This design comes from an exercise in tuning for small area, a short achievable clock period and few clock cycles per item on the open sky130 flow, not from production work.
In this exercise RTL edits were held to simulation tests only and were not proved equivalent to the original.
Power is estimated from default activity; no workload was simulated.

## pvt_derating_factor_interpolator
module pvt_derating_factor_interpolator (
  input  logic                                clk,
  input  logic                                rst_n,
  input  logic                                in_valid,
  output logic                                in_ready,
  input  logic [pdfi_pkg::VOLT_W-1:0]         in_voltage_mv,
  input  logic signed [pdfi_pkg::TEMP_W-1:0]  in_temperature_decideg,
  input  logic [pdfi_pkg::CORNER_W-1:0]       in_process_corner,
  output logic                                out_valid,
  input  logic                                out_ready,
  output logic [pdfi_pkg::FACTOR_W-1:0]       out_voltage_factor,
  output logic [pdfi_pkg::FACTOR_W-1:0]       out_temperature_factor,
  output logic [pdfi_pkg::FACTOR_W-1:0]       out_process_factor,
  output logic                                out_voltage_ok,
  output logic                                out_temperature_ok,
  output logic                                out_process_ok
);
Size: roughly 1400 cells after synthesis, ~140 flip-flops, about 100 I/O pins, about 0.012 mm² of cells after synthesis.
clock: 7.0 ns
lec_check: 0
abc_area: 1
cap_margin: 20
core_margin: 2
core_utilization: 45
setup_slack_margin: 3.4
slew_margin: 20
standard.sh (not shown) runs the stock make flow with config.mk's settings and CLKGATE_MAP_FILE= SYNTH_SCRIPT=/design/flow/synth_recipe.tcl, a recipe that flattens the netlist after the stock synthesis.
==> flow/flow/run.sh <==
#!/bin/bash
# The standard layout (the standard.sh, unchanged synthesis and steps),
# with the port buffers that ORFS's buffer_ports inserts made of the plain
# buf_1 cell instead of the delay buffer it picks by default. Every port
# still gets its own buffer. make's full output goes to standard.log here;
# each ORFS step keeps its own log under orfs/logs.
set -euo pipefail
export BUFFER_PORTS_ARGS="-buffer_cell sky130_fd_sc_hd__buf_1"
bash standard.sh > standard.log 2>&1
Testbench counts at the start, summed over its fixed seeds: cycles 16,016, items 16,000.
Change:
==> flow/run.sh (new file) <==
#!/bin/bash
# synth_recipe.tcl (not shown) runs the flow's synth.tcl, then flattens the netlist and writes it again
# the make line also repeats each setting of config.mk as NAME=value (left out here)
make -C /OpenROAD-flow-scripts/flow DESIGN_CONFIG=/design/flow/config.mk WORK_HOME=/design/flow/orfs CLKGATE_MAP_FILE= SYNTH_SCRIPT=/design/flow/synth_recipe.tcl finish
- CORE_UTILIZATION: 45 -> 40
removed: flow/flow/run.sh
removed: flow/standard.sh
Outcome:
- routed wire length rises by 6.0%
- power falls by 0.44%
- synthesized cell count does not change
- maximum frequency rises by 0.85%
- utilization falls by 3.8 points
- clock-buffer cell count falls by 3
- sequential cell count does not change
Change:
==> flow/flow/run.sh (new file) <==
#!/bin/bash
# The standard layout (the standard.sh, unchanged synthesis and steps),
# with the port buffers that ORFS's buffer_ports inserts made of the plain
# buf_1 cell instead of the delay buffer it picks by default. Every port
# still gets its own buffer. make's full output goes to standard.log here;
# each ORFS step keeps its own log under orfs/logs.
set -euo pipefail
export BUFFER_PORTS_ARGS="-buffer_cell sky130_fd_sc_hd__buf_1"
bash standard.sh > standard.log 2>&1
==> flow/standard.sh (new file) <==
#!/bin/bash
# synth_recipe.tcl (not shown) runs the flow's synth.tcl, then flattens the netlist and writes it again
# the make line also repeats each setting of config.mk as NAME=value (left out here)
make -C /OpenROAD-flow-scripts/flow DESIGN_CONFIG=/design/flow/config.mk WORK_HOME=/design/flow/orfs CLKGATE_MAP_FILE= SYNTH_SCRIPT=/design/flow/synth_recipe.tcl "${@:-finish}"
- CTS_CLUSTER_SIZE: unset -> 40
removed: flow/run.sh
What happened: The changed run finished clean. Worst setup slack hardly moves. Global-route usage fell by 1.5 points. Design area falls by a few percent. Via count increases slightly. Area after synthesis is unchanged. Wire length came out lower by a few percent. Die area does not change.
Change:
==> flow/run.sh (new file) <==
#!/bin/bash
# synth_recipe.tcl (not shown) runs the flow's synth.tcl, then flattens the netlist and writes it again
# the make line also repeats each setting of config.mk as NAME=value (left out here)
make -C /OpenROAD-flow-scripts/flow DESIGN_CONFIG=/design/flow/config.mk WORK_HOME=/design/flow/orfs CLKGATE_MAP_FILE= SYNTH_SCRIPT=/design/flow/synth_recipe.tcl finish
- CTS_CLUSTER_SIZE: 40 -> unset
- SETUP_SLACK_MARGIN: 3.4 -> 3.6
removed: flow/flow/run.sh
removed: flow/standard.sh
After rerunning: The changed run finished with timing, DRC and antenna clean; design area rises by 12%; clock-buffer cell count falls by 2; critical path depth is unchanged.
Change:
==> flow/flow/run.sh (new file) <==
#!/bin/bash
# The standard layout (the standard.sh, unchanged synthesis and steps),
# with the port buffers that ORFS's buffer_ports inserts made of the plain
# buf_1 cell instead of the delay buffer it picks by default. Every port
# still gets its own buffer. make's full output goes to standard.log here;
# each ORFS step keeps its own log under orfs/logs.
set -euo pipefail
export BUFFER_PORTS_ARGS="-buffer_cell sky130_fd_sc_hd__buf_1"
bash standard.sh > standard.log 2>&1
==> flow/standard.sh (new file) <==
#!/bin/bash
# synth_recipe.tcl (not shown) runs the flow's synth.tcl, then flattens the netlist and writes it again
# the make line also repeats each setting of config.mk as NAME=value (left out here)
make -C /OpenROAD-flow-scripts/flow DESIGN_CONFIG=/design/flow/config.mk WORK_HOME=/design/flow/orfs CLKGATE_MAP_FILE= SYNTH_SCRIPT=/design/flow/synth_recipe.tcl "${@:-finish}"
- SETUP_SLACK_MARGIN: 3.6 -> 3.4
removed: flow/run.sh
- The changed run went through all stages and came out clean
- first-iteration DRC count goes up by roughly a tenth
- via count goes down by a few percent
- non-clock buffer count goes down by 73
- combinational power goes down by about a fifth
- register-to-register slack degrades by 70 ps
- final cell count goes down by a few percent
- area after synthesis is unchanged
- design area goes down by roughly a tenth

==> port drivers added, routing unchanged <==
The results above use ideal ports. As a check the final layouts listed here were re-extracted and re-timed, cells and wires unchanged.
Step 1 sets driving cells, clkbuf_16 on the clock port and buf_2 on the other inputs (assumed; they add their load-dependent delay and slew).
Step 2 adds t to the input delays and takes it off the output delays; t is the mean of the earliest and latest rising clock arrival at the registers after step 1. Input paths then give back, and output paths get back, about the clock's delay inside the block.
a / b / c = ideal ports / drivers / drivers and shift; a / b = the first two.
run | t, ns | setup WS [ns] | latest minus earliest clock arrival (ns)
the first run | 0.477 | 3.407 / 3.357 / 3.451 | 0.020 / 0.021
the second run | 0.470 | 3.437 / 3.421 / 3.421 | 0.015 / 0.014
the third run | 0.468 | 3.439 / 3.393 / 3.470 | 0.015 / 0.015
the fourth run | 0.469 | 3.445 / 3.399 / 3.454 | 0.021 / 0.021
the fifth run | 0.468 | 3.439 / 3.393 / 3.470 | 0.015 / 0.015
After both steps every run listed still meets setup and hold. For the second run, which loses most, drivers alone change the setup slack by -0.016 ns; drivers and shift together by -0.016 ns.
